Source: an optimization exercise on an open RTL-to-GDS flow (aim: a short achievable clock period and few clock cycles per item). Production flows keep margins and buffers that such runs may drop. Only simulation tests tie the RTL to the original design; equivalence was not proved. No driver is modelled on the clock port, so clocking that relies on it looks cheaper here than on a real chip. Power is estimated from default activity; no workload was simulated.

==> wip/maple <==
// keyed_queue_move_to_front
module keyed_queue_move_to_front #(
  parameter int DEPTH    = 16,
  parameter int KEY_BITS = 16
) (
  input  wire logic                          clk,
  input  wire logic                          rst,
  input  wire logic                          in_valid,
  output logic                               in_stall,
  input  wire logic [1:0]                    mode,
  input  wire logic [KEY_BITS-1:0]           key,
  output logic                               out_valid,
  input  wire logic                          out_stall,
  output logic [KEY_BITS-1:0]                out_key,
  output logic [1:0]                         status,
  output logic [$clog2(DEPTH+1)-1:0]         occupancy
);
==> flow/config.mk <==
export PLATFORM = sky130hd
export DESIGN_NAME = keyed_queue_move_to_front
export DESIGN_NICKNAME = keyed_queue_move_to_front
export VERILOG_FILES = /design/flow/design.v
export SDC_FILE = /design/flow/constraint.sdc
export NUM_CORES = 4
export LEC_CHECK = 0
export ABC_CLOCK_PERIOD_IN_PS = 1500
export CAP_MARGIN = 20
export CORE_MARGIN = 2
export CORE_UTILIZATION = 40
export SETUP_SLACK_MARGIN = 1.5
export SLEW_MARGIN = 20
==> flow/constraint.sdc <==
create_clock -name core_clock -period 3.0 [get_ports {clk}]
set_input_delay 0.6000 -clock core_clock [delete_from_list [all_inputs] [get_ports {clk}]]
set_output_delay 0.6000 -clock core_clock [all_outputs]
set_load 0.01 [all_outputs]
standard.sh (not shown) runs the stock make flow with config.mk's settings and CLKGATE_MAP_FILE= SYNTH_SCRIPT=/design/flow/synth_recipe.tcl, a recipe that flattens the netlist after the stock synthesis.
==> flow/flow/run.sh <==
#!/bin/bash
set -euo pipefail
here=$(pwd)
bash standard.sh PRE_CTS_TCL="$here/flow/pre_cts.tcl" finish > "$here/standard_flow.log" 2>&1
Other scripts of this flow, unchanged in this note and not shown: flow/flow/pre_cts.tcl
==> wip/cedar (differences from wip/maple) <==
--- a/flow/design.v
+++ b/flow/design.v
@@ -29,18 +29,19 @@
   input  wire logic [KEY_BITS-1:0]   next_key,
   input  wire logic                  next_valid,
   output logic [KEY_BITS-1:0]        key_q,
   output logic                       valid_q
 );
   logic                hold;
+  logic [KEY_BITS-1:0] other;
   logic [KEY_BITS-1:0] key_d;
-  assign hold  = ~(shift_in | deq | load);
-  assign key_d = ({KEY_BITS{shift_in}} & prev_key)
-               | ({KEY_BITS{deq}}      & next_key)
-               | ({KEY_BITS{load}}     & in_key)
-               | ({KEY_BITS{hold}}     & key_q);
+  assign hold  = ~(deq | load);
+  assign other = ({KEY_BITS{deq}}  & next_key)
+               | ({KEY_BITS{load}} & in_key)
+               | ({KEY_BITS{hold}} & key_q);
+  assign key_d = ({KEY_BITS{shift_in}} & prev_key) | ({KEY_BITS{~shift_in}} & other);
   always_ff @(posedge clk) begin
     if (rst) valid_q <= 1'b0;
     else     valid_q <= (deq & next_valid) | (~deq & (valid_q | load));
   end
   always_ff @(posedge clk) begin
     key_q <= key_d;
@@ -62,13 +63,13 @@
   input  wire logic                          out_stall,
   output logic [KEY_BITS-1:0]                out_key,
   output logic [1:0]                         status,
   output logic [$clog2(DEPTH+1)-1:0]         occupancy
 );
   localparam int CW = $clog2(DEPTH+1);
-  localparam int OQ = 5;                  
+  localparam int OQ = 7;                  
   localparam int RW = KEY_BITS + 2 + CW;  
   logic [KEY_BITS-1:0] cell_key [DEPTH];
   logic [DEPTH-1:0]    cell_valid;
   logic                x_v;        
   logic [KEY_BITS-1:0] x_key;
   logic [DEPTH-1:0]    x_u;        
@@ -77,108 +78,148 @@
   logic                x_deq;      
   logic [DEPTH-1:0]    x_dq;       
   logic                x_enq;      
   logic [DEPTH-1:0]    x_ld;       
   logic [1:0]          x_st;       
   logic                x_pro;      
-  logic [CW-1:0]       x_occ;      
+  logic [DEPTH:0]      x_occ;      
   assign x_s = x_u & {DEPTH{x_pf}};
   logic                c_v;
   logic [1:0]          c_mode;
   logic [KEY_BITS-1:0] c_key;
   logic                c_isdeq;    
   logic                c_isenq;    
   logic                c_ispro;    
   logic [DEPTH-1:0]    c_mn;       
   logic                c_e;        
   logic                a_v;
   logic [1:0]          a_mode;
   logic [KEY_BITS-1:0] a_key;
-  logic [DEPTH-1:0]    a_r;        
+  logic                a_e0;       
   logic                a_e1;       
   logic                a_e2;       
-  logic                a_ec;       
-  logic [DEPTH-1:0]    p_s, p_dq, p_ld;   
-  logic             take;
-  logic [DEPTH-1:0] r_raw;
+  logic                a_e3;       
+  logic                b_v;
+  logic [1:0]          b_mode;
+  logic [KEY_BITS-1:0] b_key;
+  logic [DEPTH-1:0]    b_lo, b_hi;  
+  logic                b_e0, b_e1, b_e2, b_e3;
+  logic [DEPTH-1:0]    pa_s, pa_dq, pa_ld;   
+  logic                d_v;
+  logic [1:0]          d_mode;
+  logic [KEY_BITS-1:0] d_key;
+  logic [DEPTH-1:0]    d_m;        
+  logic                d_e1, d_e2, d_e3;
+  logic [DEPTH-1:0]    pb_s, pb_dq, pb_ld;   
+  logic take;
   assign take = in_valid & ~in_stall;
-  always_comb begin
-    for (int i = 0; i < DEPTH; i++) begin
-      r_raw[i] = cell_valid[i] & (cell_key[i] == key);
-    end
-  end
   always_ff @(posedge clk) begin
     if (rst) a_v <= 1'b0;
     else     a_v <= take;
   end
   always_ff @(posedge clk) begin
     a_mode <= mode;
     a_key  <= key;
-    a_r    <= r_raw;
-    a_e1   <= (key == x_key);
-    a_e2   <= (key == c_key);
-    a_ec   <= (key == a_key);
-    p_s    <= x_s;
-    p_dq   <= x_dq;
-    p_ld   <= x_ld;
+    a_e0   <= (key == c_key);
+    a_e1   <= (key == d_key);
+    a_e2   <= (key == b_key);
+    a_e3   <= (key == a_key);
+  end
+  localparam int LB = KEY_BITS / 2;
+  logic [DEPTH-1:0] r_lo, r_hi;
+  always_comb begin
+    for (int i = 0; i < DEPTH; i++) begin
+      r_lo[i] = cell_valid[i] & (cell_key[i][LB-1:0] == a_key[LB-1:0]);
+      r_hi[i] = (cell_key[i][KEY_BITS-1:LB] == a_key[KEY_BITS-1:LB]);
+    end
+  end
+  always_ff @(posedge clk) begin
+    if (rst) b_v <= 1'b0;
+    else     b_v <= a_v;
+  end
+  always_ff @(posedge clk) begin
+    b_mode <= a_mode;
+    b_key  <= a_key;
+    b_lo   <= r_lo;
+    b_hi   <= r_hi;
+    b_e0   <= a_e0;
+    b_e1   <= a_e1;
+    b_e2   <= a_e2;
+    b_e3   <= a_e3;
+    pa_s   <= x_s;
+    pa_dq  <= x_dq;
+    pa_ld  <= x_ld;
+  end
+  logic [DEPTH-1:0] r_b;       
+  logic [DEPTH-1:0] m_b;       
+  always_comb begin
+    r_b = b_lo & b_hi;
+    for (int i = 0; i < DEPTH; i++) begin
+      if (pa_s[i])       m_b[i] = (i == 0) ? b_e0 : r_b[(i == 0) ? 0 : i-1];
+      else if (pa_dq[i]) m_b[i] = (i == DEPTH-1) ? 1'b0 : r_b[(i == DEPTH-1) ? i : i+1];
+      else               m_b[i] = r_b[i] | (pa_ld[i] & b_e0);
+    end
+  end
+  always_ff @(posedge clk) begin
+    if (rst) d_v <= 1'b0;
+    else     d_v <= b_v;
+  end
+  always_ff @(posedge clk) begin
+    d_mode <= b_mode;
+    d_key  <= b_key;
+    d_m    <= m_b;
+    d_e1   <= b_e1;
+    d_e2   <= b_e2;
+    d_e3   <= b_e3;
+    pb_s   <= x_s;
+    pb_dq  <= x_dq;
+    pb_ld  <= x_ld;
   end
   logic [DEPTH-1:0] m1;        
-  logic [DEPTH-1:0] m_a;       
+  logic [DEPTH-1:0] m_d;       
   always_comb begin
     for (int i = 0; i < DEPTH; i++) begin
-      if (p_s[i])       m1[i] = (i == 0) ? a_e1 : a_r[(i == 0) ? 0 : i-1];
-      else if (p_dq[i]) m1[i] = (i == DEPTH-1) ? 1'b0 : a_r[(i == DEPTH-1) ? i : i+1];
-      else              m1[i] = a_r[i] | (p_ld[i] & a_e1);
+      if (pb_s[i])       m1[i] = (i == 0) ? d_e1 : d_m[(i == 0) ? 0 : i-1];
+      else if (pb_dq[i]) m1[i] = (i == DEPTH-1) ? 1'b0 : d_m[(i == DEPTH-1) ? i : i+1];
+      else               m1[i] = d_m[i] | (pb_ld[i] & d_e1);
     end
     for (int i = 0; i < DEPTH; i++) begin
-      if (x_s[i])       m_a[i] = (i == 0) ? a_e2 : m1[(i == 0) ? 0 : i-1];
-      else if (x_dq[i]) m_a[i] = (i == DEPTH-1) ? 1'b0 : m1[(i == DEPTH-1) ? i : i+1];
-      else              m_a[i] = m1[i] | (x_ld[i] & a_e2);
+      if (x_s[i])        m_d[i] = (i == 0) ? d_e2 : m1[(i == 0) ? 0 : i-1];
+      else if (x_dq[i])  m_d[i] = (i == DEPTH-1) ? 1'b0 : m1[(i == DEPTH-1) ? i : i+1];
+      else               m_d[i] = m1[i] | (x_ld[i] & d_e2);
     end
   end
   always_ff @(posedge clk) begin
     if (rst) begin
       c_v     <= 1'b0;
       c_isdeq <= 1'b0;
       c_isenq <= 1'b0;
       c_ispro <= 1'b0;
     end else begin
-      c_v     <= a_v;
-      c_isdeq <= a_v && (a_mode == kqm_pkg::MODE_DEQ);
-      c_isenq <= a_v && (a_mode == kqm_pkg::MODE_ENQ);
-      c_ispro <= a_v && (a_mode == kqm_pkg::MODE_PRO);
+      c_v     <= d_v;
+      c_isdeq <= d_v && (d_mode == kqm_pkg::MODE_DEQ);
+      c_isenq <= d_v && (d_mode == kqm_pkg::MODE_ENQ);
+      c_ispro <= d_v && (d_mode == kqm_pkg::MODE_PRO);
     end
   end
   always_ff @(posedge clk) begin
-    c_mode <= a_mode;
-    c_key  <= a_key;
-    c_mn   <= ~m_a;
-    c_e    <= a_ec;
+    c_mode <= d_mode;
+    c_key  <= d_key;
+    c_mn   <= ~m_d;
+    c_e    <= d_e3;
   end
   logic [DEPTH:0]   um;        
   logic [DEPTH-1:0] um1;       
   logic [DEPTH-1:0] u;         
   logic             found;
   logic [DEPTH-1:0] vn;        
   logic             c_deq, c_enq, c_pf;
   logic [DEPTH-1:0] c_u;
   logic [DEPTH-1:0] c_dq, c_ld;
   logic [1:0]       c_st;
-  logic [CW-1:0]    c_occ;
-  logic [CW-1:0]    occ_inc, occ_dec;
-  always_comb begin
-    logic all1, all0;
-    all1 = 1'b1;
-    all0 = 1'b1;
-    for (int k = 0; k < CW; k++) begin
-      occ_inc[k] = x_occ[k] ^ all1;
-      occ_dec[k] = x_occ[k] ^ all0;
-      all1 = all1 & x_occ[k];
-      all0 = all0 & ~x_occ[k];
-    end
-  end
+  logic [DEPTH:0]   c_occ;
   always_comb begin
     um[0] = 1'b1;
     for (int i = 0; i < DEPTH; i++) um[i+1] = um[i] & c_mn[i];
     um1[0] = 1'b1;
     for (int i = 1; i < DEPTH; i++) um1[i] = um1[i-1] & c_mn[i];
     for (int i = 0; i < DEPTH; i++) begin
@@ -204,26 +245,26 @@
     end
     case (c_mode)
       kqm_pkg::MODE_ENQ: c_st = vn[DEPTH-1] ? kqm_pkg::ST_FULL : kqm_pkg::ST_OK;
       kqm_pkg::MODE_DEQ: c_st = vn[0] ? kqm_pkg::ST_OK : kqm_pkg::ST_EMPTY;
       default:           c_st = kqm_pkg::ST_OK;
     endcase
-    if (c_enq)      c_occ = occ_inc;
-    else if (c_deq) c_occ = occ_dec;
+    if (c_enq)      c_occ = {x_occ[DEPTH-1:0], 1'b0};
+    else if (c_deq) c_occ = {1'b0, x_occ[DEPTH:1]};
     else            c_occ = x_occ;
   end
   always_ff @(posedge clk) begin
     if (rst) begin
       x_v   <= 1'b0;
       x_u   <= '0;
       x_pf  <= 1'b0;
       x_deq <= 1'b0;
       x_dq  <= '0;
       x_enq <= 1'b0;
       x_ld  <= '0;
-      x_occ <= '0;
+      x_occ <= {{DEPTH{1'b0}}, 1'b1};
     end else begin
       x_v   <= c_v;
       x_u   <= c_u;
       x_pf  <= c_pf;
       x_deq <= c_deq;
       x_dq  <= c_dq;
@@ -267,14 +308,21 @@
       .next_valid (next_valid),
       .key_q      (cell_key[i]),
       .valid_q    (cell_valid[i])
     );
   end
   logic [RW-1:0] res;
+  logic [CW-1:0] occ_bin;
+  always_comb begin
+    occ_bin = '0;
+    for (int j = 0; j <= DEPTH; j++) begin
+      occ_bin = occ_bin | ({CW{x_occ[j]}} & CW'(j));
+    end
+  end
   assign res = {({KEY_BITS{x_deq}} & cell_key[0]),
-                (x_pro ? (x_pf ? kqm_pkg::ST_OK : kqm_pkg::ST_MISS) : x_st), x_occ};
+                (x_pro ? (x_pf ? kqm_pkg::ST_OK : kqm_pkg::ST_MISS) : x_st), occ_bin};
   logic [OQ-1:0] o_v;
   logic [RW-1:0] o_d [OQ];
   logic [OQ-1:0] owed;      
   logic          pop;
   assign pop = o_v[0] & ~out_stall;
   always_ff @(posedge clk) begin
@@ -302,27 +350,26 @@
     assign sel_hold = out_stall & o_v[i];
     assign sel_res  = ~sel_next & ~sel_hold;
     always_ff @(posedge clk) begin
       o_d[i] <= ({RW{sel_next}} & nd) | ({RW{sel_hold}} & o_d[i]) | ({RW{sel_res}} & res);
     end
   end
+  logic inc, dec;
+  assign in_stall = owed[OQ-1];
+  assign inc      = take & ~pop;
+  assign dec      = pop & ~take;
   always_ff @(posedge clk) begin
     if (rst) begin
-      owed     <= '0;
-      in_stall <= 1'b0;
+      owed <= '0;
     end else begin
       for (int j = 0; j < OQ; j++) begin
         logic up_v, dn_v;
         up_v = (j == 0) ? 1'b1 : owed[(j == 0) ? 0 : j-1];
         dn_v = (j == OQ-1) ? 1'b0 : owed[(j == OQ-1) ? j : j+1];
-        if (take & ~pop)      owed[j] <= up_v;
-        else if (pop & ~take) owed[j] <= dn_v;
+        owed[j] <= (inc & up_v) | (dec & dn_v) | (~inc & ~dec & owed[j]);
       end
-      if (take & ~pop)      in_stall <= owed[OQ-2];
-      else if (pop & ~take) in_stall <= 1'b0;
-      else                  in_stall <= owed[OQ-1];
     end
   end
   assign out_valid = o_v[0];
   assign {out_key, status, occupancy} = o_d[0];
 endmodule
 `default_nettype wire
--- a/flow/config.mk
+++ b/flow/config.mk
@@ -6,8 +6,10 @@
 export NUM_CORES = 4
 export LEC_CHECK = 0
 export ABC_CLOCK_PERIOD_IN_PS = 1500
 export CAP_MARGIN = 20
 export CORE_MARGIN = 2
 export CORE_UTILIZATION = 40
+export CTS_CLUSTER_DIAMETER = 100
+export CTS_CLUSTER_SIZE = 30
 export SETUP_SLACK_MARGIN = 1.5
 export SLEW_MARGIN = 20
==> qor summary <==
|  | wip/maple | wip/cedar |
|---|---|---|
| Number of standard cells in the layout, taps in and fillers out | 3595 | 4297 |
| Period utilization | 0.515 | 0.526 |
| Power in the clock group | 7.78 mW | 5.19 mW |
| Part of the power in the clock network | 0.460 | 0.327 |
| Met2 layer usage reported by global route | 0.398 | 0.350 |
| Total Routed Length | 87800 um | 85200 um |
| Internal reg-to-reg setup slack | 1.49 ns | 1.43 ns |
| Worst Setup Slack post-DPL | 0.521 ns | 0.505 ns |
| Antenna diode instance count | 1 | 0 |
| Outcome | timing/DRC/antenna clean | timing/DRC/antenna clean |
| Flip-flop and latch area | 0.0123 mm^2 | 0.0151 mm^2 |
| Final estimated routing congestion in global placement | 0.905 | 0.814 |
| Start point of the worst hold path | a_key[15] | a_e0 |
| Detailed placement HPWL | 55200 um | 60700 um |
| Count of routing violations after the opening detailed-route iteration | 3992 | 2075 |
Testbench counts of wip/maple, summed over its fixed seeds: cycles 24,032, items 24,000.
Testbench counts of wip/cedar, summed over its fixed seeds: cycles 24,048, items 24,000.

static timing again, ports no longer ideal:
No port has a modelled driver above. Below, the same layouts with a new extraction and two added sets of constraints.
Step 1 assumes that a clkbuf_16 drives the clock port and a buf_2 every other input.
Step 2 adds t to the input delays and takes it off the output delays; t is the mean of the earliest and latest rising clock arrival at the registers after step 1. Input paths then give back, and output paths get back, about the clock's delay inside the block.
Three values: ideal, step 1, step 2; two values: the first two.
| run | shift t [ns] | setup slack, ns | worst setup path at the end | worst register clock-pin slew, ns | worst data-port slew with drivers (ns) |
|---|---|---|---|---|---|
| wip/maple | 0.561 | 1.454 / 1.340 / 0.997 | input to register | 0.07 / 0.07 | 0.05 |
| wip/cedar | 0.516 | 1.423 / 1.288 / 1.132 | input to register | 0.12 / 0.12 | 0.03 |
After both steps setup and hold are still met in every run listed. The setup slack of wip/maple, which loses most, moves by -0.114 ns with the drivers and by -0.457 ns with both steps.
